This is an optimization exercise on Yosys and OpenROAD, whose aim is small area, a short achievable clock period and few clock cycles per item, not a production implementation. RTL that was checked went through simulation tests only; none was proved equivalent to the original. The RTL of runs 4 and 5 was laid out without a check of its function. No activity file was given, so power comes from the tool's default toggle rates.

--- flow/config.mk ---
export PLATFORM = sky130hd
export DESIGN_NAME = input_event_state_tracker
export DESIGN_NICKNAME = input_event_state_tracker
export VERILOG_FILES = /design/flow/design.v
export SDC_FILE = /design/flow/constraint.sdc
export NUM_CORES = 4
export LEC_CHECK = 0
export ABC_CLOCK_PERIOD_IN_PS = 2500
export CAP_MARGIN = 20
export CORE_MARGIN = 2
export CORE_UTILIZATION = 40
export PLACE_DENSITY = 0.6
export SETUP_SLACK_MARGIN = 5
export SLEW_MARGIN = 20
--- flow/constraint.sdc ---
create_clock -name core_clock -period 8.0 [get_ports {clk}]
set_input_delay 1.6000 -clock core_clock [delete_from_list [all_inputs] [get_ports {clk}]]
set_output_delay 1.6000 -clock core_clock [all_outputs]
set_load 0.01 [all_outputs]
--- flow/design.v ---
package iest_pkg;
  localparam logic [1:0] DEV_KBD   = 2'd0;
  localparam logic [1:0] DEV_MOUSE = 2'd1;
  localparam logic [2:0] KIND_DOWN   = 3'd0;
  localparam logic [2:0] KIND_UP     = 3'd1;
  localparam logic [2:0] KIND_CURSOR = 3'd3;
  localparam int CFG_IDX_W  = 2;
  localparam int CFG_DATA_W = 48;
  localparam logic [CFG_IDX_W-1:0] CFG_SIDE = 2'd0;
  localparam logic [CFG_IDX_W-1:0] CFG_VIRT = 2'd1;
  localparam int SIDE_W = 48;
  localparam int VIRT_W = 24;
  localparam int MOD_SIDE  = 6;
  localparam int MOD_SLOTS = 9;
  localparam int MOD_IDX_W = 4;
  localparam int OQ_DEPTH  = 6;
  localparam int OQ_PTR_W  = 3;
  localparam int OQ_CNT_W  = 3;
  localparam int CQ_DEPTH  = 3;
  localparam int CQ_PTR_W  = 2;
  localparam int CQ_CNT_W  = 2;
  localparam int ENT_W = 17;
endpackage
module iest_out_fifo (
  input  logic                         clk,
  input  logic                         rst,
  input  logic                         cq_push,
  input  logic [15:0]                  cq_x,
  input  logic [15:0]                  cq_y,
  output logic                         cq_room,
  input  logic                         slot_v,
  input  logic                         push,
  input  logic [iest_pkg::ENT_W-1:0]   ent,
  input  logic                         in_s0,      
  input  logic                         in_take,    
  output logic                         q_room,
  input  logic [iest_pkg::VIRT_W-1:0]  virt_codes,
  input  logic                         hold_last,
  output logic                         evt_out_valid,
  input  logic                         evt_out_ready,
  output logic                         o_syn,
  output logic [1:0]                   o_dev,
  output logic [2:0]                   o_kind,
  output logic [7:0]                   o_key,
  output logic [2:0]                   o_btn,
  output logic [15:0]                  o_x,
  output logic [15:0]                  o_y,
  output logic                         o_last
);
  localparam int D  = iest_pkg::OQ_DEPTH;
  localparam int DC = iest_pkg::CQ_DEPTH;
  logic [iest_pkg::ENT_W-1:0]    q [D];
  logic [D-1:0]                  wr_ptr;    
  logic [D-1:0]                  rd_ptr;    
  logic [iest_pkg::OQ_CNT_W-1:0] count;
  logic [iest_pkg::OQ_CNT_W-1:0] count_next;
  logic                          phase;    
  logic                          ld;
  logic                          use_head;
  logic                          load;
  logic                          pop;
  logic                          wr;
  logic                          valid_next;
  logic [31:0]                   cq [DC];
  logic [DC-1:0]                 cq_wr;     
  logic [DC-1:0]                 cq_rd;     
  logic [iest_pkg::ENT_W-1:0]    head;
  logic [31:0]                   cq_head;
  logic [iest_pkg::CQ_CNT_W-1:0] cq_cnt;
  logic [iest_pkg::CQ_CNT_W-1:0] cq_cnt_next;
  logic                          cq_pop;
  logic [iest_pkg::ENT_W-1:0] src;
  logic        src_phase;
  logic [1:0]  s_dev;
  logic [2:0]  s_kind;
  logic [7:0]  s_code;
  logic        s_hs;
  logic        s_sd;
  logic [1:0]  s_ss;
  logic        h_hs;
  always_comb begin
    head    = '0;
    cq_head = '0;
    for (int i = 0; i < D; i++)  head    = head    | (q[i]  & {iest_pkg::ENT_W{rd_ptr[i]}});
    for (int i = 0; i < DC; i++) cq_head = cq_head | (cq[i] & {32{cq_rd[i]}});
  end
  assign h_hs = head[3];
  assign ld       = !evt_out_valid || evt_out_ready;
  assign use_head = (count != '0) &&
                    (!hold_last || (!phase && h_hs) || (count != iest_pkg::OQ_CNT_W'(1)));
  assign load     = ld && use_head;
  assign src       = head;
  assign src_phase = phase;
  assign {s_dev, s_kind, s_code, s_hs, s_sd, s_ss} = src;
  assign pop        = load && use_head && (phase || !h_hs);
  assign wr         = push;
  logic [iest_pkg::OQ_CNT_W-1:0] count_inc;
  logic [iest_pkg::OQ_CNT_W-1:0] count_dec;
  assign count_inc  = count + 1'b1;
  assign count_dec  = count - 1'b1;
  assign count_next = (wr == pop) ? count : (wr ? count_inc : count_dec);
  assign valid_next = ld ? use_head : 1'b1;
  assign cq_pop      = load && !src_phase && s_dev == iest_pkg::DEV_MOUSE &&
                       s_kind == iest_pkg::KIND_CURSOR;
  logic [iest_pkg::CQ_CNT_W-1:0] cq_cnt_inc;
  logic [iest_pkg::CQ_CNT_W-1:0] cq_cnt_dec;
  assign cq_cnt_inc  = cq_cnt + 1'b1;
  assign cq_cnt_dec  = cq_cnt - 1'b1;
  assign cq_cnt_next = (cq_push == cq_pop) ? cq_cnt : (cq_push ? cq_cnt_inc : cq_cnt_dec);
  logic [3:0] base;
  logic       r_m1;
  logic       r_0;
  logic       r_p1;
  logic       r_p2;
  logic       c_m1;
  logic       c_0;
  logic       c_p1;
  assign base  = 4'(count) + 4'(in_s0) + 4'd1;
  assign r_m1  = base <= 4'(D + 1);
  assign r_0   = base <= 4'(D);
  assign r_p1  = base <= 4'(D - 1);
  assign r_p2  = base <= 4'(D - 2);
  assign q_room = in_take ? (wr ? (pop ? r_p1 : r_p2) : (pop ? r_0 : r_p1))
                          : (wr ? (pop ? r_0 : r_p1) : (pop ? r_m1 : r_0));
  assign c_m1    = 32'(cq_cnt) <= DC;
  assign c_0     = 32'(cq_cnt) < DC;
  assign c_p1    = 32'(cq_cnt) + 1 < DC;
  assign cq_room = cq_push ? (cq_pop ? c_0 : c_p1) : (cq_pop ? c_m1 : c_0);
  always_ff @(posedge clk) begin
    for (int i = 0; i < D; i++) begin
      if (slot_v && wr_ptr[i]) q[i] <= ent;
    end
    for (int i = 0; i < DC; i++) begin
      if (cq_cnt != iest_pkg::CQ_CNT_W'(DC) && cq_wr[i]) cq[i] <= {cq_x, cq_y};
    end
  end
  always_ff @(posedge clk) begin
    if (rst) begin
      wr_ptr        <= D'(1);
      rd_ptr        <= D'(1);
      count         <= '0;
      phase         <= 1'b0;
      evt_out_valid <= 1'b0;
      cq_wr         <= DC'(1);
      cq_rd         <= DC'(1);
      cq_cnt        <= '0;
      o_x           <= '0;
      o_y           <= '0;
    end else begin
      if (wr)  wr_ptr <= {wr_ptr[D-2:0], wr_ptr[D-1]};
      if (pop) rd_ptr <= {rd_ptr[D-2:0], rd_ptr[D-1]};
      count         <= count_next;
      evt_out_valid <= valid_next;
      if (load) phase <= !phase && h_hs;
      if (cq_push) cq_wr <= {cq_wr[DC-2:0], cq_wr[DC-1]};
      if (cq_pop) begin
        cq_rd <= {cq_rd[DC-2:0], cq_rd[DC-1]};
        {o_x, o_y} <= cq_head;
      end
      cq_cnt <= cq_cnt_next;
    end
  end
  always_ff @(posedge clk) begin
    if (load) begin
      if (!src_phase) begin
        o_syn  <= 1'b0;
        o_dev  <= s_dev;
        o_kind <= s_kind;
        o_key  <= s_dev[0] ? 8'd0 : s_code;
        o_btn  <= s_dev[0] ? s_code[2:0] : 3'd0;
        o_last <= !s_hs;
      end else begin
        o_syn  <= 1'b1;
        o_dev  <= iest_pkg::DEV_KBD;
        o_kind <= s_sd ? iest_pkg::KIND_DOWN : iest_pkg::KIND_UP;
        case (s_ss)
          2'd0:    o_key <= virt_codes[7:0];
          2'd1:    o_key <= virt_codes[15:8];
          default: o_key <= virt_codes[23:16];
        endcase
        o_btn  <= 3'd0;
        o_last <= 1'b1;
      end
    end
  end
endmodule
module input_event_state_tracker #(
  parameter int KEY_COUNT    = 256,
  parameter int BUTTON_COUNT = 8
) (
  input  logic                            clk,
  input  logic                            rst,
  input  logic                            cfg_we,
  input  logic [iest_pkg::CFG_IDX_W-1:0]  cfg_index,
  input  logic [iest_pkg::CFG_DATA_W-1:0] cfg_data,
  input  logic                            evt_in_valid,
  output logic                            evt_in_ready,
  input  logic [1:0]                      evt_in_device,
  input  logic [2:0]                      evt_in_kind,
  input  logic [7:0]                      evt_in_key_code,
  input  logic [2:0]                      evt_in_button_index,
  input  logic signed [15:0]              evt_in_pos_x,
  input  logic signed [15:0]              evt_in_pos_y,
  output logic                            evt_out_valid,
  input  logic                            evt_out_ready,
  output logic                            evt_out_synthetic,
  output logic [1:0]                      evt_out_device,
  output logic [2:0]                      evt_out_kind,
  output logic [7:0]                      evt_out_key,
  output logic [2:0]                      evt_out_button,
  output logic signed [15:0]              evt_out_cursor_x,
  output logic signed [15:0]              evt_out_cursor_y,
  output logic                            evt_out_last
);
  localparam int NM = iest_pkg::MOD_SLOTS;
  logic [iest_pkg::SIDE_W-1:0] side_codes;
  logic [iest_pkg::VIRT_W-1:0] virt_codes;
  logic [7:0]                  mod_code [NM];
  logic [255:0]   key_map;
  logic [7:0]     btn_map;
  logic [NM-1:0]  mod_dn;
  logic [2:0]     dirty;
  logic           rdy_q;
  logic           rl_busy;
  logic [3:0]     rl_cnt;
  logic           take;
  logic           s0_v;
  logic           s0_rl;
  logic [3:0]     s0_rli;
  logic [1:0]     s0_dev;
  logic [2:0]     s0_kind;
  logic [7:0]     s0_key;
  logic [2:0]     s0_btn;
  logic [15:0]    s0_hhi;     
  logic [15:0]    s0_hlo;     
  logic [7:0]     rd_key;
  logic [15:0]    rd_row;
  logic           s0_bit;
  logic [NM-1:0]  s0_match;
  logic           s1_v;
  logic           s1_rl;
  logic [3:0]     s1_rli;
  logic [1:0]     s1_dev;
  logic [2:0]     s1_kind;
  logic [7:0]     s1_key;
  logic [2:0]     s1_btn;
  logic           s1_bit;
  logic           s1_eq;
  logic [NM-1:0]  s1_match;
  logic [2:0]     s1_sel;
  logic           s1_pk;      
  logic           s1_pm;      
  logic           s1_down;
  logic           s1_anym;    
  logic           w_en;
  logic           w_isk;
  logic [7:0]     w_key;
  logic           w_val;
  logic           w_clr;      
  logic           w_dval;     
  logic           is_kbd;
  logic           is_mouse;
  logic           down;
  logic           map_cur;
  logic           key_cur;
  logic           btn_cur;
  logic           drop;
  logic           key_wr;
  logic           btn_wr;
  logic [NM-1:0]  mod_upd;
  logic [NM-1:0]  mod_next;
  logic           mod_now;
  logic           mod_before;
  logic           slot_hit;
  logic [1:0]     slot;
  logic           syn;
  logic [NM-1:0]  vhit;
  logic [NM-1:0]  vmask [3];
  logic           wb;
  logic [1:0]     wb_slot;
  logic           push;
  logic [7:0]     code;
  logic           q_room;
  logic           cq_room;
  logic           cq_push;
  always_comb begin
    for (int i = 0; i < NM; i++) begin
      if (i < iest_pkg::MOD_SIDE) mod_code[i] = side_codes[8*i +: 8];
      else                        mod_code[i] = virt_codes[8*(i-iest_pkg::MOD_SIDE) +: 8];
    end
  end
  assign evt_in_ready = rdy_q;
  assign take         = evt_in_valid && rdy_q;
  assign rd_key       = rl_busy ? mod_code[rl_cnt] : evt_in_key_code;
  assign cq_push      = take && evt_in_device == iest_pkg::DEV_MOUSE &&
                        evt_in_kind == iest_pkg::KIND_CURSOR;
  always_ff @(posedge clk) begin
    if (rst) begin
      rdy_q   <= 1'b0;
      rl_busy <= 1'b0;
      rl_cnt  <= '0;
      s0_v    <= 1'b0;
      s0_rl   <= 1'b0;
    end else begin
      rdy_q <= !cfg_we && !rl_busy && q_room && cq_room;
      if (cfg_we) begin
        rl_busy <= 1'b1;
        rl_cnt  <= '0;
      end else if (rl_busy) begin
        if (rl_cnt == 4'(NM - 1)) rl_busy <= 1'b0;
        rl_cnt <= rl_cnt + 4'd1;
      end
      s0_v  <= take && !cfg_we;
      s0_rl <= rl_busy && !cfg_we;
    end
  end
  always_ff @(posedge clk) begin
    s0_rli  <= rl_cnt;
    s0_dev  <= evt_in_device;
    s0_kind <= evt_in_kind;
    s0_key  <= rd_key;
    for (int j = 0; j < 16; j++) begin
      s0_hhi[j] <= rd_key[7:4] == 4'(j);
      s0_hlo[j] <= rd_key[3:0] == 4'(j);
    end
    s0_btn  <= evt_in_button_index;
  end
  always_comb begin
    for (int j = 0; j < 16; j++) rd_row[j] = (key_map[16*j +: 16] & s0_hlo) != '0;
  end
  assign s0_bit = (w_en && w_key == s0_key) ? w_val : ((rd_row & s0_hhi) != '0);
  always_comb begin
    for (int j = 0; j < NM; j++) s0_match[j] = s0_key == mod_code[j];
  end
  always_ff @(posedge clk) begin
    if (rst) begin
      s1_v  <= 1'b0;
      s1_rl <= 1'b0;
    end else begin
      s1_v  <= s0_v && !cfg_we;
      s1_rl <= s0_rl && !cfg_we;
    end
  end
  always_ff @(posedge clk) begin
    s1_rli   <= s0_rli;
    s1_dev   <= s0_dev;
    s1_kind  <= s0_kind;
    s1_key   <= s0_key;
    s1_btn   <= s0_btn;
    s1_bit   <= s0_bit;
    s1_eq    <= s0_key == s1_key;
    s1_match <= s0_match;
    s1_anym  <= s0_match != '0;
    s1_pk    <= s0_dev == iest_pkg::DEV_KBD && s0_kind[2:1] == 2'b00;
    s1_pm    <= s0_dev == iest_pkg::DEV_MOUSE && s0_kind[2:1] == 2'b00;
    s1_down  <= !s0_kind[0];
    s1_sel[0] <= s0_match[0] || s0_match[1];
    s1_sel[1] <= !(s0_match[0] || s0_match[1]) && (s0_match[2] || s0_match[3]);
    s1_sel[2] <= !(s0_match[0] || s0_match[1] || s0_match[2] || s0_match[3]) &&
                 (s0_match[4] || s0_match[5]);
  end
  assign is_kbd   = s1_dev == iest_pkg::DEV_KBD;
  assign is_mouse = s1_dev == iest_pkg::DEV_MOUSE;
  assign down     = s1_down;
  assign map_cur  = (s1_eq && w_isk) ? w_val : s1_bit;
  assign key_cur  = s1_anym ? ((s1_match & mod_dn) != '0) : map_cur;
  assign btn_cur  = btn_map[s1_btn];
  assign drop     = (s1_pk && key_cur == down) || (s1_pm && btn_cur == down);
  assign key_wr   = s1_v && s1_pk && key_cur != down;
  assign btn_wr   = s1_v && s1_pm && btn_cur != down;
  assign slot_hit = s1_sel != '0;
  assign slot     = s1_sel[1] ? 2'd1 : (s1_sel[2] ? 2'd2 : 2'd0);
  always_comb begin
    for (int j = 0; j < NM; j++) mod_upd[j] = s1_match[j] ? down : mod_dn[j];
  end
  always_comb begin
    mod_now    = 1'b0;
    mod_before = 1'b0;
    vhit       = '0;
    for (int i = 0; i < 3; i++) begin
      if (s1_sel[i]) begin
        mod_now    = mod_upd[2*i] || mod_upd[2*i+1];
        mod_before = mod_upd[iest_pkg::MOD_SIDE+i];
        vhit       = vmask[i];
      end
    end
  end
  assign syn = key_wr && slot_hit && (mod_now != mod_before);
  always_comb begin
    for (int j = 0; j < NM; j++) begin
      mod_next[j] = (syn && vhit[j]) ? mod_now : ((key_wr && s1_match[j]) ? down : mod_dn[j]);
    end
  end
  assign wb      = !key_wr && (dirty != '0);
  assign wb_slot = dirty[0] ? 2'd0 : (dirty[1] ? 2'd1 : 2'd2);
  assign push = s1_v && !drop;
  assign code = is_kbd ? s1_key : (is_mouse ? {5'd0, s1_btn} : 8'd0);
  always_ff @(posedge clk) begin
    if (rst) begin
      btn_map <= '0;
      mod_dn  <= '0;
      dirty   <= '0;
      for (int i = 0; i < 3; i++) vmask[i] <= '1;
      w_en    <= 1'b0;
      w_isk   <= 1'b0;
      w_clr   <= 1'b1;
      w_dval  <= 1'b0;
    end else begin
      w_clr   <= 1'b0;
      w_dval  <= key_wr ? down : mod_dn[iest_pkg::MOD_SIDE + 32'(wb_slot)];
      if (btn_wr) btn_map[s1_btn] <= down;
      if (s1_rl) begin
        mod_dn[s1_rli] <= map_cur;
        for (int i = 0; i < 3; i++) begin
          if (s1_rli == 4'(iest_pkg::MOD_SIDE + i)) vmask[i] <= s1_match;
        end
      end else begin
        mod_dn <= mod_next;
      end
      w_en  <= key_wr || wb;
      w_isk <= key_wr;
      if (syn) begin
        dirty[slot] <= 1'b1;
      end else if (wb) begin
        dirty[wb_slot] <= 1'b0;
      end
    end
  end
  always_ff @(posedge clk) begin
    if (key_wr) begin
      w_key <= s1_key;
      w_val <= down;
    end else begin
      w_key <= mod_code[iest_pkg::MOD_SIDE + 32'(wb_slot)];
      w_val <= mod_dn[iest_pkg::MOD_SIDE + 32'(wb_slot)];
    end
  end
  logic [15:0] hi_sel;
  logic [15:0] lo_sel;
  always_comb begin
    for (int j = 0; j < 16; j++) begin
      hi_sel[j] = w_clr || (w_en && w_key[7:4] == 4'(j));
      lo_sel[j] = w_clr || (w_key[3:0] == 4'(j));
    end
  end
  always_ff @(posedge clk) begin
    for (int i = 0; i < 256; i++) begin
      if (hi_sel[i/16] && lo_sel[i%16]) key_map[i] <= w_dval;
    end
  end
  always_ff @(posedge clk) begin
    if (rst) begin
      side_codes <= '0;
      virt_codes <= '0;
    end else if (cfg_we) begin
      if (cfg_index == iest_pkg::CFG_SIDE) side_codes <= cfg_data[iest_pkg::SIDE_W-1:0];
      if (cfg_index == iest_pkg::CFG_VIRT) virt_codes <= cfg_data[iest_pkg::VIRT_W-1:0];
    end
  end
  iest_out_fifo u_out_fifo (
    .clk           (clk),
    .rst           (rst),
    .cq_push       (cq_push),
    .cq_x          (evt_in_pos_x),
    .cq_y          (evt_in_pos_y),
    .cq_room       (cq_room),
    .slot_v        (s1_v),
    .push          (push),
    .ent           ({s1_dev, s1_kind, code, syn, mod_now, slot}),
    .in_s0         (s0_v),
    .in_take       (take),
    .q_room        (q_room),
    .virt_codes    (virt_codes),
    .hold_last     (dirty != '0),
    .evt_out_valid (evt_out_valid),
    .evt_out_ready (evt_out_ready),
    .o_syn         (evt_out_synthetic),
    .o_dev         (evt_out_device),
    .o_kind        (evt_out_kind),
    .o_key         (evt_out_key),
    .o_btn         (evt_out_button),
    .o_x           (evt_out_cursor_x),
    .o_y           (evt_out_cursor_y),
    .o_last        (evt_out_last)
  );
endmodule
--- flow/run.sh ---
#!/bin/bash
# synth_recipe.tcl (not shown) runs the flow's synth.tcl, then flattens the netlist and writes it again
# the make line also repeats each setting of config.mk as NAME=value (left out here)
make -C /OpenROAD-flow-scripts/flow DESIGN_CONFIG=/design/flow/config.mk WORK_HOME=/design/flow/orfs CLKGATE_MAP_FILE= SYNTH_SCRIPT=/design/flow/synth_recipe.tcl finish
==> impl_metrics.yaml, run 1 <==
route:
  firstDrtPassIters: 6
  vias_per_cell: 5.77
  routedWlPerCell_um: 23.5
  ant_nets: 0
  drtIter0Drc: 2272
  via_count: 22000
  drc: 0
  wl_um: 89300
cells_and_area:
  postLayoutCoreUtil_pct: 47.1
  fin_nets: 2887
  synthToLayoutAreaGrowth_pct: 16.7
  layout.area.seq_um2: 20000
  n_fill_cell: 6792
  fin_cells: 3807
  multi_input_area_um2: 9970
  drive_above_1_share_pct: 8.28
die:
  start_util_pct: 40.4
  core_um2: 75800
  io_pins: 155
  rows: 101
  die_h_um: 281
  dieWidth_um: 281
  die-area_um2: 78800
outcome:
  status: "no timing/DRC/antenna violations"
pwr:
  p_leak_nw: 12.3
  power_w: 0.00883
  ir_worst_vdd_mv: 0.183
  powerDensity_nw_per_um2: 247
synth:
  synth_edf_count: 472
  syn-cell-area_um2: 30600
  async_flop_share_pct: 0
  ys_types: 66
  ys_seq_area_share_pct: 65.2
  synth_cells: 2671
  ys_ff_latch: 761
  synth_top_flop_cell: "edfxtp_1"
  synth_nets: 2793
  ys_warn_count: 8
  syn_area_per_cell_um2: 11.5
job:
  drv_cap: 0
cts:
  cts_tree: "done"
  insertion_delay_ns: 0.63
  path_clk_slew_ns: 0.06
  clock_path_buffers: 3
  cts_sinks: 761
  htreeDepth: 3
  cts_buffers: 77
  ctsRootBufferMaster: "clkbuf_16"
placed_design:
  dp_hpwl_um: 57200
  post-place-cells: 3660
  io_buffers: 154
  gp_congestion: 0.908
  pre_cts_ws_ns: 4.11
sta:
  setup_viol: 0
  max_freq_ghz: 0.331
  hold_viol: 0
  rsz0062_at_grt: "true"
  period_minus_slack_ns: 3.02
  setup_tns_ns: 0
  skew_ns: 0.0227
  slew_viol_final: 0
  slew_headroom_pct: 17.8
  fin_crit_sh_pct: 37.8
  setup_slack_ns: 4.98
  worst_pin_slew_ns: 1.23
global_routing:
  grt_max_degree: 132
  grt_pass1_wl_um: 133000
  grt_pass1_vias: 21500
  antenna_found_initial: 6
  grtUsageTotal_pct: 22.3
  overflow: 0
critical_path:
  start_kind: "register"
  crit_fanout: 22
  critical_path_class: "reg2reg"
  cp.arrival_ns: 3.51
  cp_data_required_time_ns: 8.48
  end_kind: "register"
min_path:
  hp-class: "reg2reg"
-- layer usage --
metal,global-route usage (%),wire length [um]
met1,30.4,38200
met2,36.3,41700
met3,4.07,7230
met4,6.61,2160
met5,0,54
-- Yosys cell counts (5+ instances only) --
| library cell | instances | area [um2] |
|---|---|---|
| and2_1 | 27 | 169 |
| or2_2 | 5 | 31.3 |
| nand3_1 | 40 | 200 |
| a211o_1 | 9 | 78.8 |
| nand4b_1 | 5 | 43.8 |
| a31oi_1 | 28 | 175 |
| buf_2 | 8 | 40.0 |
| ha_1 | 19 | 238 |
| nor2_1 | 413 | 1550 |
| buf_1 | 13 | 48.8 |
| a22oi_1 | 148 | 1110 |
| nand2b_1 | 11 | 68.8 |
| clkbuf_1 | 176 | 661 |
| dfxtp_1 | 289 | 5790 |
| a222oi_1 | 42 | 420 |
| nand4_1 | 43 | 269 |
| a22o_1 | 27 | 236 |
| nor4_1 | 12 | 75.1 |
| inv_1 | 32 | 120 |
| o22ai_1 | 11 | 68.8 |
| nor2b_1 | 16 | 100 |
| edfxtp_1 | 472 | 14200 |
| a221oi_1 | 35 | 307 |
| nand3b_1 | 32 | 240 |
| nand2_1 | 285 | 1070 |
| a21oi_1 | 149 | 746 |
| nor3_1 | 20 | 100 |
| and3_1 | 5 | 31.3 |
| xnor2_1 | 90 | 788 |
| o21ai_0 | 55 | 275 |
| xor2_1 | 9 | 78.8 |
| mux2i_1 | 51 | 510 |
| a211oi_1 | 35 | 263 |
-- cell type report --
cell class / instances / share of cell area (%)
Multi-Input combinational cell: 1677 / 27.9
Inverter: 33 / 0.347
Sequential cell: 761 / 55.9
Clock inverter: 21 / 0.455
Timing Repair Buffer: 215 / 5.54
Tap cell: 978 / 3.42
Antenna cell: 2 / 0.0140
Clock buffer: 120 / 6.41
-- state kept, by name, summed over array words and instances (netlist names), 6 cells and up --
register / count
btn_map: 8
key_map: 256
mod_dn: 9
s0_hhi: 16
s0_hlo: 16
s0_key: 8
s1_key: 8
s1_match: 9
side_codes: 48
u_out_fifo.cq: 96
u_out_fifo.o_key: 8
u_out_fifo.o_x: 16
u_out_fifo.o_y: 16
u_out_fifo.q: 102
u_out_fifo.rd_ptr: 6
u_out_fifo.wr_ptr: 6
virt_codes: 24
vmask: 27
w_key: 8
-- report_power, final --
part	leakage (nW)	switching, W	internal (W)	total (W)
Combinational	4.24	0.000518	0.000337	0.000855
Clock	1.20	0.00149	0.00201	0.00350
Sequential	6.87	0.000144	0.00432	0.00447
Total	12.3	0.00215	0.00667	0.00883
-- final timing paths --
kind,start,cells after the start,slack (ns),to
setup / recovery,rl_cnt[3]$_SDFFE_PP0P_,7,4.98,s0_hhi[0]$_DFF_P_
hold / removal,s0_btn[2]$_DFF_P_,0,0.32,s1_btn[2]$_DFF_P_
setup reg to reg,rl_cnt[3]$_SDFFE_PP0P_,7,4.98,s0_hhi[0]$_DFF_P_
hold reg to reg,s0_btn[2]$_DFF_P_,0,0.32,s1_btn[2]$_DFF_P_
-- critical path, stage by stage, from the launching register on --
cell and delay [ns]:
dfxtp_1 0.79, inv_1 0.30, a31oi_1 0.30, o22ai_1 0.10, a221oi_1 0.34, a21o_1 0.43
nand2b_1 0.23, nor3_1 0.40
-- layout by cell type, fill, tap and decap left out, types with 11 or more instances in the layout --
cell	count
a211oi_1	35
a21oi_1	138
a21oi_2	11
a221oi_1	35
a222oi_1	42
a22o_1	27
a22oi_1	148
a31oi_1	23
and2_1	26
buf_4	56
clkbuf_1	25
clkbuf_16	81
clkbuf_8	11
clkdlybuf4s50_1	101
dfxtp_1	280
dlygate4sd2_1	52
edfxtp_1	472
ha_1	15
inv_1	32
mux2i_1	51
nand2_1	285
nand2b_1	11
nand3_1	40
nand3b_1	32
nand4_1	43
nor2_1	411
nor2b_1	15
nor3_1	19
o21ai_0	55
o22ai_1	11
xnor2_1	90
-- metrics by stage --
stage / hold WS [ns] / instance area, um2
after global placement: 0.311 / 33100
after detailed placement: 0.313 / 33200
after global routing: 0.331 / 35700
after floorplan: 0.310 / 30600
after CTS: 0.325 / 35600
final: 0.325 / 35700
-- cells by family (layout without fill, tap and decap cells) --
logic type                 after synthesis  after routing  share of synthesized area, %
xor gates and xnor gates               100            100                          2.88
other                                    0              2                             0
muxes                                   57             57                          1.96
adders and majority gates               19             19                         0.776
buffers and inverters                  233            389                          2.95
AOI/OAI and AO/OA                      573            573                          13.0
DFF                                    761            761                          65.2
and+or+nand+nor                        928            928                          13.3
-- timing repair --
item	CTS	global route
hold buffers	0	0
resized for setup	66	15
pin swaps	0	2
buffers inserted	0	2
endpoints found under the setup margin	121	117
hold endpoints to repair	0	0
Testbench counts, summed over its fixed seeds: cycles 24,348, items 24,000.
==> run 2, diff against run 1 <==
==> flow/flow/run.sh (new file) <==
#!/bin/bash
set -euo pipefail
MARGIN=${MARGIN:-5.4}
bash standard.sh SETUP_SLACK_MARGIN=$MARGIN finish > standard.log 2>&1
==> flow/standard.sh (new file) <==
#!/bin/bash
# synth_recipe.tcl (not shown) runs the flow's synth.tcl, then flattens the netlist and writes it again
# the make line also repeats each setting of config.mk as NAME=value (left out here)
make -C /OpenROAD-flow-scripts/flow DESIGN_CONFIG=/design/flow/config.mk WORK_HOME=/design/flow/orfs CLKGATE_MAP_FILE= SYNTH_SCRIPT=/design/flow/synth_recipe.tcl "${@:-finish}"
--- a/flow/config.mk
+++ b/flow/config.mk
@@ -9,6 +9,6 @@
 export CAP_MARGIN = 20
 export CORE_MARGIN = 2
-export CORE_UTILIZATION = 40
-export PLACE_DENSITY = 0.6
+export CORE_UTILIZATION = 60
+export PLACE_DENSITY = 0.75
 export SETUP_SLACK_MARGIN = 5
 export SLEW_MARGIN = 20
removed: flow/run.sh
==> impl_metrics.yaml, run 2 <==
outcome:
  status: "no timing/DRC/antenna violations"
route:
  firstDrtPassIters: 6
  wl_um: 86500
  vias_per_cell: 6.36
  routedWlPerCell_um: 24.3
  ant_nets: 0
  drtIter0Drc: 3005
  via_count: 22600
  drc: 0
synth:
  ys_types: 66
  synth_top_area_cell: "edfxtp_1"
  syn_area_per_cell_um2: 11.5
  synth_edf_count: 472
  synth_most_common_cell: "edfxtp_1"
  synth_top_flop_cell: "edfxtp_1"
  ys_ff_latch: 761
  synth_top_cell_area_share_pct: 46.3
  ys_seq_area_share_pct: 65.2
  async_flop_share_pct: 0
  synth_cells: 2671
  syn-cell-area_um2: 30600
  synthTopCellsByArea: "edfxtp_1 (46%), dfxtp_1 (19%), nor2_1 (5.1%)"
  synth_nets: 2793
  synth_common_cells: "edfxtp_1 (472), nor2_1 (413), dfxtp_1 (289)"
  ys_warn_count: 8
cells_and_area:
  multi_input_area_um2: 10200
  n_fill_cell: 3422
  layout.area.seq_um2: 20100
  final_cell_mix: "edfxtp_1 (472), nor2_1 (411), nand2_1 (284)"
  postLayoutCoreUtil_pct: 72.2
  final_common_cell: "edfxtp_1"
  drive_above_1_share_pct: 14.7
  largestRegisters: "key_map (256), u_out_fifo.q (102), u_out_fifo.cq (96)"
  fin_nets: 2944
  synthToLayoutAreaGrowth_pct: 18.4
  regMostFlops: "key_map"
  n_antenna_cell: 0
  largest_reg_flops: 256
global_routing:
  grt_util_met3_pct: 6.89
  grt.met2_usage_pct: 49.9
  grtUsageTotal_pct: 32.3
  grt_pass1_vias: 21900
  grt_pass1_wl_um: 130000
  grt_busiest_layer: "met2"
  overflow: 0
  antenna_found_initial: 0
  grt_max_degree: 144
  use_met1_pct: 45.5
placed_design:
  io_buffers: 154
  gp_congestion: 0.949
  dp_hpwl_um: 51800
  pre_cts_ws_ns: 4.10
pwr:
  powerDensity_nw_per_um2: 247
  p_leak_nw: 12.7
  pwr-share-clk_pct: 40.0
  pwr-share-comb_pct: 10.1
  p_sw_share_pct: 24.5
  seqPwrFrac_pct: 49.8
  p_int_w: 0.00677
  ir_worst_vdd_mv: 0.190
  power_switching_w: 0.00220
cts:
  ctsRootBufferMaster: "clkbuf_16"
  cts_sinks: 761
  cts-hold-fix-buffers: 0
  htreeDepth: 3
  path_clk_slew_ns: 0.06
  cts_tree: "done"
  insertion_delay_ns: 0.63
  clock_path_buffers: 3
  cts_buffers: 77
sta:
  skew_ns: 0.0329
  worst_pin_slew_ns: 1.11
  rsz0062_at_grt: "true"
  setup_viol: 0
  slew_viol_final: 0
  max_freq_ghz: 0.366
  fin_crit_sh_pct: 34.1
  period_minus_slack_ns: 2.73
  worst_hold_slack_ns: 0.324
  setup_tns_ns: 0
  hold_viol: 0
  setup_slack_ns: 5.27
  slew_headroom_pct: 26.3
critical_path:
  critPathSlowestCell: "edfxtp_1"
  path_buf_inv: 1
  cp_top_family: "flip-flops"
  cp.arrival_ns: 1.13
  cp_data_required_time_ns: 6.40
  cp.depth: 1
  r2r_start: "s0_hlo[0]$_DFF_P_"
  cp-startpoint: "u_out_fifo.o_key[5]$_DFFE_PN_"
  cp_slowest_stage_delay_ns: 0.37
  crit_fanout: 1
  r2r_end: "s1_bit$_DFF_P_"
  crit_chain: "buf_2"
  end_kind: "primary output"
  critical_path_class: "reg2out"
  r2r_cells: 8
  r2r_slack_ns: 5.42
  start_kind: "register"
min_path:
  hold_path_end: "s1_rli[2]$_DFF_P_"
  min_from: "s0_rli[2]$_DFF_P_"
  hp-class: "reg2reg"
  hold_depth: 0
die:
  rows: 82
  core_um2: 50300
  dieWidth_um: 230
  die-area_um2: 52900
  start_util_pct: 60.9
  die_h_um: 230
  io_pins: 155
job:
  drv_cap: 0
## run 2: cell type report
cell class                      instances  share of cell area [%]
Sequential cell                       761                    55.3
Clock buffer                          102                    6.03
Clock inverter                         39                    1.00
Inverter                               33                   0.345
Multi-Input combinational cell       1679                    28.0
Tap cell                              672                    2.32
Timing Repair Buffer                  270                    7.02
## run 2: worst max path at each step
stage                     slack (ns)                                 to
final                           5.27                     evt_out_key[5]
after global routing            5.22                     evt_out_key[5]
after CTS                       5.23                     evt_out_key[0]
after detailed placement        4.10  u_out_fifo.cq_cnt[1]$_SDFFE_PP0P_
after global placement          4.12  u_out_fifo.cq_cnt[1]$_SDFFE_PP0P_
after floorplan                 5.24  u_out_fifo.cq_cnt[1]$_SDFFE_PP0P_
## run 2: logic make-up (layout without fill, tap and decap cells)
| kind of cell | after synthesis | count (layout) | synth area share (%) |
|---|---|---|---|
| and+or+nand+nor | 928 | 930 | 13.3 |
| adders and majority gates | 19 | 19 | 0.776 |
| AOI/OAI and AO/OA | 573 | 573 | 13.0 |
| DFF | 761 | 761 | 65.2 |
| xor gates and xnor gates | 100 | 100 | 2.88 |
| buffers and inverters | 233 | 444 | 2.95 |
| muxes | 57 | 57 | 1.96 |
## run 2: worst reg2reg max path, stage by stage (launching register included)
cell,delay [ns]
dfxtp_1,0.48
buf_4,0.30
a22o_1,0.22
a221oi_1,0.27
nand3_1,0.19
o21ai_0,0.22
nand4_1,0.17
nor4_4,0.48
a21oi_1,0.12
## run 2: power by group through the flow
stage	clock, W	combinational (W)	sequential [W]
after floorplan	0	0.000530	0.00448
after global placement	0	0.000827	0.00454
after detailed placement	0	0.000851	0.00455
after CTS	0.00361	0.000868	0.00447
after global routing	0.00378	0.000979	0.00448
final	0.00359	0.000911	0.00447
## run 2: per-layer routing
| layer | vias up | part of all wire (%) | wire length (um) |
|---|---|---|---|
| met3 | 205 | 11 | 9880 |
| met5 | - | 0 | 0 |
| met1 | 11000 | 40 | 34200 |
| li1 | 10100 | - | - |
| met2 | 1354 | 46 | 39500 |
| met4 | 0 | 3.4 | 2940 |
## run 2: what timing repair did
item / 4_1_cts / 5_1_grt
pin swaps: 10 / 18
setup buffers: 28 / 28
cloned: 6 / 1
endpoints found under the setup margin: 250 / 190
resized for setup: 340 / 59
## run 2: through the flow
step,instance area [um2],power (W),cells
5_1_grt,36300,0.00924,3556
3_3_place_gp,32800,0.00536,3352
6_report,36300,0.00897,3556
3_5_place_dp,32800,0.00540,3352
2_1_floorplan,30700,0.00501,2671
4_1_cts,35800,0.00894,3527
==> run 3, diff against run 2 <==
--- a/flow/config.mk
+++ b/flow/config.mk
@@ -9,6 +9,6 @@
 export CAP_MARGIN = 20
 export CORE_MARGIN = 2
-export CORE_UTILIZATION = 60
-export PLACE_DENSITY = 0.75
+export CORE_UTILIZATION = 40
+export PLACE_DENSITY = 0.6
 export SETUP_SLACK_MARGIN = 5
 export SLEW_MARGIN = 20
==> impl_metrics.yaml, run 3 <==
sta:
  rsz0062_at_grt: "true"
  worst_hold_slack_ns: 0.325
  worst_pin_slew_ns: 1.04
  skew_ns: 0.0314
  slew_viol_final: 0
  setup_tns_ns: 0
  period_minus_slack_ns: 2.77
  max_freq_ghz: 0.361
  slew_headroom_pct: 30.5
  fin_crit_sh_pct: 34.6
  hold_viol: 0
  setup_viol: 0
synth:
  synth_top_cell_area_share_pct: 46.3
  ys_types: 66
  syn-cell-area_um2: 30600
  ys_ff_latch: 761
  syn_area_per_cell_um2: 11.5
  synth_common_cells: "edfxtp_1 (472), nor2_1 (413), dfxtp_1 (289)"
  synth_most_common_cell: "edfxtp_1"
  synth_edf_count: 472
  synth_cells: 2671
  async_flop_share_pct: 0
  ys_warn_count: 8
  synthTopCellsByArea: "edfxtp_1 (46%), dfxtp_1 (19%), nor2_1 (5.1%)"
  ys_seq_area_share_pct: 65.2
  synth_top_area_cell: "edfxtp_1"
  synth_nets: 2793
  synth_top_flop_cell: "edfxtp_1"
critical_path:
  cp_top_family: "flip-flops"
  r2r_end: "s1_bit$_DFF_P_"
  critPathSlowestCell: "edfxtp_1"
  start_kind: "register"
  cp_data_required_time_ns: 6.40
  cp.arrival_ns: 1.17
  cp_slowest_stage_delay_ns: 0.42
  r2r_start: "s0_hlo[1]$_DFF_P_"
  end_kind: "primary output"
  crit_fanout: 1
  cp-startpoint: "u_out_fifo.o_key[0]$_DFFE_PN_"
  crit_chain: "buf_6"
  path_buf_inv: 1
  r2r_cells: 8
  critical_path_class: "reg2out"
  r2r_slack_ns: 5.46
cts:
  cts_sinks: 761
  path_clk_slew_ns: 0.06
  cts_tree: "done"
  cts_buffers: 77
  clock_path_buffers: 3
  cts-hold-fix-buffers: 0
  ctsRootBufferMaster: "clkbuf_16"
  insertion_delay_ns: 0.63
  htreeDepth: 3
pwr:
  ir_worst_vdd_mv: 0.169
  powerDensity_nw_per_um2: 243
  p_leak_nw: 12.7
  power_w: 0.00892
route:
  drc: 0
  via_count: 22500
  vias_per_cell: 5.81
  drtIter0Drc: 2353
  firstDrtPassIters: 6
  routedWlPerCell_um: 24.1
  ant_nets: 0
  wl_um: 93000
cells_and_area:
  largest_reg_flops: 256
  drive_above_1_share_pct: 15.1
  final_cell_mix: "edfxtp_1 (472), nor2_1 (410), nand2_1 (283)"
  n_fill_cell: 6733
  fin_nets: 2946
  synthToLayoutAreaGrowth_pct: 20.0
  regMostFlops: "key_map"
  final_common_cell: "edfxtp_1"
  largestRegisters: "key_map (256), u_out_fifo.q (102), u_out_fifo.cq (96)"
die:
  rows: 101
  start_util_pct: 40.4
  core_um2: 75800
  dieWidth_um: 281
  die_h_um: 281
  io_pins: 155
  die-area_um2: 78800
min_path:
  hold_depth: 0
  hp-class: "reg2reg"
  hold_path_end: "s1_btn[0]$_DFF_P_"
  min_from: "s0_btn[0]$_DFF_P_"
job:
  drv_cap: 0
global_routing:
  grtUsageTotal_pct: 23.2
  overflow: 0
  antenna_found_initial: 4
  grt_pass1_vias: 21900
  grt_max_degree: 109
  grt_pass1_wl_um: 138000
placed_design:
  dp_hpwl_um: 56900
  io_buffers: 154
  gp_congestion: 0.922
outcome:
  status: "no timing/DRC/antenna violations"
==> run 3: where the power goes <==
group	internal (W)	total, W	switching (W)
Combinational	0.000394	0.000944	0.000550
Sequential	0.00432	0.00448	0.000155
Clock	0.00199	0.00350	0.00151
==> run 3: area by class of cell <==
cell class              count  area (um2)  area share (%)
diodes                      1        2.50         0.00681
repair buffers            270        2630            7.15
inverters                  33         125           0.340
clock buffers             108        2190            5.96
well taps                 978        1220            3.33
multi-input cells        1681       10300            27.9
clock inverters            34         263           0.715
flip-flops and latches    761       20100            54.6
==> run 3: per-stage QoR <==
stage / instances / worst slack (ns) / area (um2) / utilization, %
final: 3866 / 5.23 / 36800 / 48.5
after global routing: 3865 / 5.19 / 36800 / 48.5
after CTS: 3833 / 5.20 / 36200 / 47.8
after detailed placement: 3664 / 4.13 / 33200 / 43.8
after global placement: 3662 / 4.09 / 33200 / 43.7
after floorplan: 2671 / 5.24 / 30700 / -
==> run 3: repair_timing <==
| action | CTS | global route |
|---|---|---|
| endpoints found under the hold margin | 0 | 0 |
| gates resized for setup | 351 | 72 |
| pin swaps | 12 | 14 |
| setup endpoints to repair | 353 | 257 |
| setup buffers | 19 | 31 |
| gates cloned | 8 | 1 |
==> run 3: cells by family after synthesis <==
family | count (synthesis) | synth area share, %
AOI/OAI and AO/OA | 573 | 13.0
xor gates and xnor gates | 100 | 2.88
adders and majority gates | 19 | 0.776
buffers and inverters | 233 | 2.95
DFF | 761 | 65.2
muxes | 57 | 1.96
and+or+nand+nor | 928 | 13.3
==> run 3: metal layers <==
metal | vias to the layer above | GRT usage, % | wire [um]
li1 | 10100 | - | -
met1 | 11200 | 31.6 | 39300
met2 | 989 | 37.8 | 43500
met3 | 184 | 4.19 | 7450
met4 | 8 | 7.12 | 2660
met5 | - | 0 | 52
==> run 3: worst max-delay path by stage <==
| stage | to | cells past startpoint | slack (ns) |
|---|---|---|---|
| 3_5_place_dp | u_out_fifo.cq_cnt[1]$_SDFFE_PP0P_ | 6 | 4.13 |
| 4_1_cts | evt_out_key[0] | 1 | 5.20 |
| 2_1_floorplan | u_out_fifo.cq_cnt[1]$_SDFFE_PP0P_ | 5 | 5.24 |
| 5_1_grt | evt_out_key[0] | 1 | 5.19 |
| 3_3_place_gp | u_out_fifo.cq_cnt[1]$_SDFFE_PP0P_ | 6 | 4.09 |
| 6_report | evt_out_key[0] | 1 | 5.23 |
==> run 4, diff against run 3 <==
--- a/flow/design.v
+++ b/flow/design.v
@@ -161,27 +161,29 @@
     end
   end
+  logic [17:0] n_word;
+  logic [17:0] o_word;
+  logic [7:0]  n_vkey;
+  always_comb begin
+    case (s_ss)
+      2'd0:    n_vkey = virt_codes[7:0];
+      2'd1:    n_vkey = virt_codes[15:8];
+      default: n_vkey = virt_codes[23:16];
+    endcase
+    if (!src_phase) begin
+      n_word = {1'b0, s_dev, s_kind, s_dev[0] ? 8'd0 : s_code,
+                s_dev[0] ? s_code[2:0] : 3'd0, !s_hs};
+    end else begin
+      n_word = {1'b1, iest_pkg::DEV_KBD, s_sd ? iest_pkg::KIND_DOWN : iest_pkg::KIND_UP,
+                n_vkey, 3'd0, 1'b1};
+    end
+  end
   always_ff @(posedge clk) begin
-    if (load) begin
-      if (!src_phase) begin
-        o_syn  <= 1'b0;
-        o_dev  <= s_dev;
-        o_kind <= s_kind;
-        o_key  <= s_dev[0] ? 8'd0 : s_code;
-        o_btn  <= s_dev[0] ? s_code[2:0] : 3'd0;
-        o_last <= !s_hs;
-      end else begin
-        o_syn  <= 1'b1;
-        o_dev  <= iest_pkg::DEV_KBD;
-        o_kind <= s_sd ? iest_pkg::KIND_DOWN : iest_pkg::KIND_UP;
-        case (s_ss)
-          2'd0:    o_key <= virt_codes[7:0];
-          2'd1:    o_key <= virt_codes[15:8];
-          default: o_key <= virt_codes[23:16];
-        endcase
-        o_btn  <= 3'd0;
-        o_last <= 1'b1;
-      end
+    if (rst) begin
+      o_word <= '0;
+    end else if (load) begin
+      o_word <= n_word;
     end
   end
+  assign {o_syn, o_dev, o_kind, o_key, o_btn, o_last} = o_word;
 endmodule
 module input_event_state_tracker #(
@@ -224,4 +226,7 @@
   logic           rl_busy;
   logic [3:0]     rl_cnt;
+  logic           rl_v;       
+  logic [3:0]     rl_i;
+  logic [7:0]     rl_key;
   logic           take;
   logic           s0_v;
@@ -292,5 +297,5 @@
   assign evt_in_ready = rdy_q;
   assign take         = evt_in_valid && rdy_q;
-  assign rd_key       = rl_busy ? mod_code[rl_cnt] : evt_in_key_code;
+  assign rd_key       = rl_v ? rl_key : evt_in_key_code;
   assign cq_push      = take && evt_in_device == iest_pkg::DEV_MOUSE &&
                         evt_in_kind == iest_pkg::KIND_CURSOR;
@@ -300,8 +305,10 @@
       rl_busy <= 1'b0;
       rl_cnt  <= '0;
+      rl_v    <= 1'b0;
       s0_v    <= 1'b0;
       s0_rl   <= 1'b0;
     end else begin
-      rdy_q <= !cfg_we && !rl_busy && q_room && cq_room;
+      rdy_q <= !cfg_we && !rl_busy && !rl_v && q_room && cq_room;
+      rl_v  <= rl_busy && !cfg_we;
       if (cfg_we) begin
         rl_busy <= 1'b1;
@@ -312,9 +319,11 @@
       end
       s0_v  <= take && !cfg_we;
-      s0_rl <= rl_busy && !cfg_we;
+      s0_rl <= rl_v && !cfg_we;
     end
   end
   always_ff @(posedge clk) begin
-    s0_rli  <= rl_cnt;
+    rl_i    <= rl_cnt;
+    rl_key  <= mod_code[rl_cnt];
+    s0_rli  <= rl_i;
     s0_dev  <= evt_in_device;
     s0_kind <= evt_in_kind;
@@ -386,8 +395,12 @@
     end
   end
-  assign syn = key_wr && slot_hit && (mod_now != mod_before);
+  assign syn = key_wr && syn_if_wr;
+  logic          syn_if_wr;
+  logic [NM-1:0] mod_alt;
+  assign syn_if_wr = slot_hit && (mod_now != mod_before);
   always_comb begin
     for (int j = 0; j < NM; j++) begin
-      mod_next[j] = (syn && vhit[j]) ? mod_now : ((key_wr && s1_match[j]) ? down : mod_dn[j]);
+      mod_alt[j]  = (syn_if_wr && vhit[j]) ? mod_now : mod_upd[j];
+      mod_next[j] = key_wr ? mod_alt[j] : mod_dn[j];
     end
   end
==> flow/flow/run.sh (replaced) <==
#!/bin/bash
set -euo pipefail
MARGIN=${MARGIN:-5.5}
bash standard.sh SETUP_SLACK_MARGIN=$MARGIN finish > standard.log 2>&1
--- a/flow/config.mk
+++ b/flow/config.mk
@@ -9,6 +9,6 @@
 export CAP_MARGIN = 20
 export CORE_MARGIN = 2
-export CORE_UTILIZATION = 40
-export PLACE_DENSITY = 0.6
+export CORE_UTILIZATION = 60
+export PLACE_DENSITY = 0.75
 export SETUP_SLACK_MARGIN = 5
 export SLEW_MARGIN = 20
==> impl_metrics.yaml, run 4 <==
outcome:
  status: "no timing/DRC/antenna violations"
cells_and_area:
  regMostFlops: "key_map"
  final_common_cell: "edfxtp_1"
  largestRegisters: "key_map (256), u_out_fifo.q (102), u_out_fifo.cq (96)"
  fin_nets: 2957
  largest_reg_flops: 256
  synthToLayoutAreaGrowth_pct: 17.8
  drive_above_1_share_pct: 13.9
  n_fill_cell: 3480
  fin_area_um2: 36400
  final_cell_mix: "edfxtp_1 (454), nor2_1 (432), nand2_1 (301)"
die:
  die_h_um: 231
  io_pins: 155
  core_um2: 51100
  rows: 83
  dieWidth_um: 231
  die-area_um2: 53300
  start_util_pct: 60.4
job:
  drv_cap: 0
synth:
  synth_top_area_cell: "edfxtp_1"
  ys_seq_area_share_pct: 64.9
  synth_most_common_cell: "edfxtp_1"
  synth_top_flop_cell: "edfxtp_1"
  synth_nets: 2824
  ys_types: 68
  synthTopCellsByArea: "edfxtp_1 (44%), dfxtp_1 (21%), nor2_1 (5.3%)"
  syn-cell-area_um2: 30900
  synth_top_cell_area_share_pct: 44.1
  ys_ff_latch: 774
  ys_warn_count: 8
  synth_common_cells: "edfxtp_1 (454), nor2_1 (435), dfxtp_1 (320)"
  synth_cells: 2702
  synth_edf_count: 454
  syn_area_per_cell_um2: 11.4
  async_flop_share_pct: 0
critical_path:
  cp.arrival_ns: 1.09
  cp_slowest_stage_delay_ns: 0.35
  r2r_end: "s1_bit$_DFF_P_"
  crit_fanout: 2
  crit_chain: "buf_6"
  start_kind: "register"
  crit_end: "evt_out_valid"
  critPathSlowestCell: "dfxtp_4"
  r2r_cells: 7
  cp.depth: 1
  cp-startpoint: "u_out_fifo.evt_out_valid$_SDFF_PP0_"
  cp_top_family: "flip-flops"
  r2r_slack_ns: 5.49
  critical_path_class: "reg2out"
  path_buf_inv: 1
  end_kind: "primary output"
  cp_data_required_time_ns: 6.40
  r2r_start: "s0_hlo[15]$_DFF_P_"
sta:
  slew_headroom_pct: 17.7
  worst_pin_slew_ns: 1.23
  setup_viol: 0
  setup_slack_ns: 5.31
  skew_ns: 0.0232
  max_freq_ghz: 0.372
  worst_hold_slack_ns: 0.322
  fin_crit_sh_pct: 33.6
  setup_tns_ns: 0
  hold_viol: 0
  slew_viol_final: 0
  period_minus_slack_ns: 2.69
  rsz0062_at_grt: "true"
route:
  routedWlPerCell_um: 24.5
  ant_nets: 0
  firstDrtPassIters: 8
  via_count: 23000
  drc: 0
  wl_um: 87800
  vias_per_cell: 6.42
  drtIter0Drc: 2654
cts:
  ctsRootBufferMaster: "clkbuf_16"
  cts_buffers: 78
  clock_path_buffers: 3
  htreeDepth: 3
  insertion_delay_ns: 0.62
  cts_tree: "done"
  path_clk_slew_ns: 0.06
  cts_sinks: 774
global_routing:
  grt_max_degree: 139
  grt_pass1_wl_um: 132000
  overflow: 0
  antenna_found_initial: 7
  grtUsageTotal_pct: 32.5
  grt_pass1_vias: 22600
placed_design:
  placed_area_um2: 33000
  io_buffers: 154
  gp_congestion: 0.910
  dp_hpwl_um: 52500
  pre_cts_ws_ns: 3.88
pwr:
  p_leak_nw: 12.8
  ir_worst_vdd_mv: 0.187
  powerDensity_nw_per_um2: 254
min_path:
  hp-class: "reg2reg"
[run 4: metal layers]
metal	GRT usage, %	wire length (um)
met1	43.4	33900
met2	51.8	41100
met3	7.29	9490
met4	13.4	3310
met5	0	66
[run 4: cells by family after synthesis]
kind of cell / after synthesis / synth area share (%)
multiplexers: 56 / 2.01
AND/OR/NAND/NOR: 961 / 13.5
flip-flops: 774 / 64.9
adder cells (fa/ha/maj): 20 / 0.802
XOR/XNOR: 102 / 2.89
buffers and inverters: 222 / 2.80
AO/OA/AOI/OAI: 567 / 13.1
[run 4: worst min path at each step]
stage	start	end	slack (ns)	cells past startpoint
after global placement	s0_rli[3]$_DFF_P_	s1_rli[3]$_DFF_P_	0.32	0
final	s0_rli[2]$_DFF_P_	s1_rli[2]$_DFF_P_	0.32	0
after detailed placement	rl_i[3]$_DFF_P_	s0_rli[3]$_DFF_P_	0.31	0
after global routing	rl_i[0]$_DFF_P_	s0_rli[0]$_DFF_P_	0.33	0
after CTS	s0_rli[2]$_DFF_P_	s1_rli[2]$_DFF_P_	0.33	0
after floorplan	rl_i[0]$_DFF_P_	s0_rli[0]$_DFF_P_	0.31	0
[run 4: cell type report]
type,count,area [um2],area share [%]
clock buffers,112,2230,6.14
inverters,27,101,0.279
multi-input cells,1710,10400,28.5
well taps,680,851,2.34
repair buffers,244,2440,6.72
clock inverters,30,245,0.674
flip-flops and latches,774,20100,55.4
diodes,1,2.50,0.00688
[run 4: stage by stage]
stage                     utilization [%]  cells  power (W)
after global routing                 71.2   3578    0.00950
after CTS                            70.7   3563    0.00920
after floorplan                         -   2702    0.00519
after global placement               64.6   3387    0.00553
final                                71.2   3578    0.00923
after detailed placement             64.7   3388    0.00557
[run 4: what timing repair did]
action                                 4_1_cts  5_1_grt
setup endpoints to repair                  228      178
gates cloned                                 7        0
buffers inserted                            26       13
pin swaps                                   10        6
endpoints found under the hold margin        0        0
hold buffers                                 0        0
resized for setup                          375       36
[run 4: power by group]
group          internal [W]  switching (W)  total [W]
sequential          0.00437       0.000170    0.00454
clock               0.00204        0.00150    0.00355
combinational      0.000501       0.000645    0.00115
total               0.00691        0.00232    0.00923
==> run 5, diff against run 4 <==
--- a/flow/config.mk
+++ b/flow/config.mk
@@ -10,4 +10,6 @@
 export CORE_MARGIN = 2
 export CORE_UTILIZATION = 60
+export CTS_CLUSTER_DIAMETER = 80
+export CTS_CLUSTER_SIZE = 25
 export PLACE_DENSITY = 0.75
 export SETUP_SLACK_MARGIN = 5
==> impl_metrics.yaml, run 5 <==
outcome:
  status: "no timing/DRC/antenna violations"
synth:
  ys_warn_count: 8
  synth_top_flop_cell: "edfxtp_1"
  synth_edf_count: 454
  ys_ff_latch: 774
  ys_seq_area_share_pct: 64.9
  synth_top_area_cell: "edfxtp_1"
  async_flop_share_pct: 0
  synthTopCellsByArea: "edfxtp_1 (44%), dfxtp_1 (21%), nor2_1 (5.3%)"
  synth_common_cells: "edfxtp_1 (454), nor2_1 (435), dfxtp_1 (320)"
  syn-cell-area_um2: 30900
  ys_types: 68
  synth_nets: 2824
  synth_top_cell_area_share_pct: 44.1
  syn_area_per_cell_um2: 11.4
  synth_cells: 2702
  synth_most_common_cell: "edfxtp_1"
die:
  die-area_um2: 53300
  io_pins: 155
  die_h_um: 231
  rows: 83
  dieWidth_um: 231
  core_um2: 51100
  start_util_pct: 60.4
placed_design:
  gp_congestion: 0.910
  dp_hpwl_um: 52500
  io_buffers: 154
cts:
  clock_path_buffers: 3
  ctsRootBufferMaster: "clkbuf_16"
  cts_tree: "done"
  insertion_delay_ns: 0.61
  htreeDepth: 2
  cts-hold-fix-buffers: 0
  cts_buffers: 38
  path_clk_slew_ns: 0.10
  cts_sinks: 774
cells_and_area:
  final_common_cell: "edfxtp_1"
  largestRegisters: "key_map (256), u_out_fifo.q (102), u_out_fifo.cq (96)"
  n_fill_cell: 3641
  postLayoutCoreUtil_pct: 69.0
  drive_above_1_share_pct: 12.7
  multi_input_area_um2: 10500
  layout.area.seq_um2: 20100
  fin_nets: 2924
  largest_reg_flops: 256
  synthToLayoutAreaGrowth_pct: 14.2
  final_cell_mix: "edfxtp_1 (454), nor2_1 (432), nand2_1 (301)"
  regMostFlops: "key_map"
global_routing:
  grt_pass1_vias: 22000
  grt_max_degree: 139
  antenna_found_initial: 8
  overflow: 0
  grt_pass1_wl_um: 130000
  grtUsageTotal_pct: 32.1
route:
  routedWlPerCell_um: 24.8
  drc: 0
  wl_um: 87200
  drtIter0Drc: 2572
  firstDrtPassIters: 7
  vias_per_cell: 6.47
  via_count: 22700
  ant_nets: 0
critical_path:
  start_kind: "register"
  cp_top_family: "flip-flops"
  crit_fanout: 2
  end_kind: "primary output"
  path_buf_inv: 1
  critPathSlowestCell: "dfxtp_4"
  cp_slowest_stage_delay_ns: 0.37
  r2r_cells: 7
  cp.arrival_ns: 1.09
  r2r_slack_ns: 5.50
  cp_data_required_time_ns: 6.40
  critical_path_class: "reg2out"
  r2r_start: "s0_hlo[2]$_DFF_P_"
  r2r_end: "s1_bit$_DFF_P_"
  crit_chain: "buf_6"
job:
  drv_cap: 0
sta:
  hold_viol: 0
  setup_viol: 0
  rsz0062_at_grt: "true"
  period_minus_slack_ns: 2.69
  fin_crit_sh_pct: 33.7
  slew_headroom_pct: 18.0
  worst_hold_slack_ns: 0.334
  worst_pin_slew_ns: 1.23
  setup_tns_ns: 0
  max_freq_ghz: 0.371
  skew_ns: 0.0290
  slew_viol_final: 0
min_path:
  hold_path_end: "s0_rli[3]$_DFF_P_"
  min_from: "rl_i[3]$_DFF_P_"
  hp-class: "reg2reg"
  hold_depth: 0
pwr:
  p_leak_nw: 12.2
  ir_worst_vdd_mv: 0.232
  power_w: 0.00790
  powerDensity_nw_per_um2: 224
## run 5: kinds of logic after synthesis
logic type	share of synthesized area (%)
adder cells (fa/ha/maj)	0.802
XOR/XNOR	2.89
AND/OR/NAND/NOR	13.5
buffers and inverters	2.80
multiplexers	2.01
AO/OA/AOI/OAI	13.1
flip-flops	64.9
## run 5: area by class of cell
cell class / count / area share [%]
diodes: 2 / 0.0142
clock buffers: 63 / 3.05
clock inverters: 6 / 0.199
inverters: 27 / 0.287
multi-input cells: 1712 / 29.7
flip-flops and latches: 774 / 57.1
well taps: 680 / 2.41
repair buffers: 249 / 7.26
## run 5: per-layer routing
layer / global-route usage [%] / routed length [um] / part of all wire [%] / vias to the layer above
li1: - / - / - / 10000
met5: 0 / 79 / 0.091 / -
met3: 6.42 / 9420 / 11 / 233
met1: 43.4 / 33500 / 38 / 11100
met4: 11.8 / 3370 / 3.9 / 12
met2: 51.5 / 40800 / 47 / 1325
## run 5: worst max path at each step
stage,start,endpoint,depth (start not counted),slack [ns]
2_1_floorplan,evt_out_ready,u_out_fifo.cq_rd[0]$_SDFFE_PP1P_,7,5.13
3_3_place_gp,evt_out_ready,u_out_fifo.cq_cnt[1]$_SDFFE_PP0P_,8,3.92
3_5_place_dp,evt_out_ready,u_out_fifo.cq_cnt[1]$_SDFFE_PP0P_,8,3.88
4_1_cts,u_out_fifo.evt_out_valid$_SDFF_PP0_,evt_out_valid,1,5.29
5_1_grt,u_out_fifo.evt_out_valid$_SDFF_PP0_,evt_out_valid,1,5.28
6_report,u_out_fifo.evt_out_valid$_SDFF_PP0_,evt_out_valid,1,5.31
## run 5: metrics by stage
step / worst slack, ns / cell area (um2) / cells
2_1_floorplan: 5.13 / 31100 / 2702
3_3_place_gp: 3.92 / 33000 / 3387
3_5_place_dp: 3.88 / 33000 / 3388
4_1_cts: 5.29 / 35000 / 3495
5_1_grt: 5.28 / 35300 / 3512
6_report: 5.31 / 35300 / 3513
## run 5: where the power goes
part	switching, W	leakage, nW	internal (W)
combinational	0.000657	4.71	0.000512
sequential	0.000168	6.98	0.00436
clock	0.00126	0.550	0.000951
total	0.00208	12.2	0.00582
## run 5: repair_timing
item                       4_1_cts  5_1_grt
gates resized for setup        390       43
pin swaps                       13        7
buffers inserted                27       14
cloned                          11        1
setup endpoints to repair      228      171

afterwards: timing with drivers on the ports:
No port has a modelled driver above. Below, the same layouts with a new extraction and two added sets of constraints. Step 1: set_driving_cell puts a clkbuf_16 on clk and a buf_2 on each other input, an assumption about the parent block. Step 2 adds t to the input delays and takes it off the output delays; t is the mean of the earliest and latest rising clock arrival at the registers after step 1. Input paths then give back, and output paths get back, about the clock's delay inside the block. Slacks: ideal / step 1 / step 2; pairs: ideal / step 1.
| run | shift t [ns] | setup slack, ns | hold WS [ns] | worst setup path at the end | pins driven straight from the clock port |
|---|---|---|---|---|---|
| run 1 | 0.677 | 4.975 / 4.975 / 4.420 | 0.325 / 0.325 / 0.325 | input to register | 1 |
| run 2 | 0.681 | 5.268 / 5.204 / 4.792 | 0.324 / 0.324 / 0.324 | input to register | 1 |
| run 3 | 0.676 | 5.229 / 5.166 / 4.774 | 0.325 / 0.325 / 0.325 | input to register | 1 |
| run 4 | 0.671 | 5.315 / 5.255 / 4.784 | 0.322 / 0.322 / 0.322 | input to register | 1 |
| run 5 | 0.653 | 5.307 / 5.248 / 4.882 | 0.334 / 0.334 / 0.334 | input to register | 1 |
After both steps setup and hold are still met in every run listed. The setup slack of run 1, which loses most, moves by 0.000 ns with the drivers and by -0.555 ns with both steps.
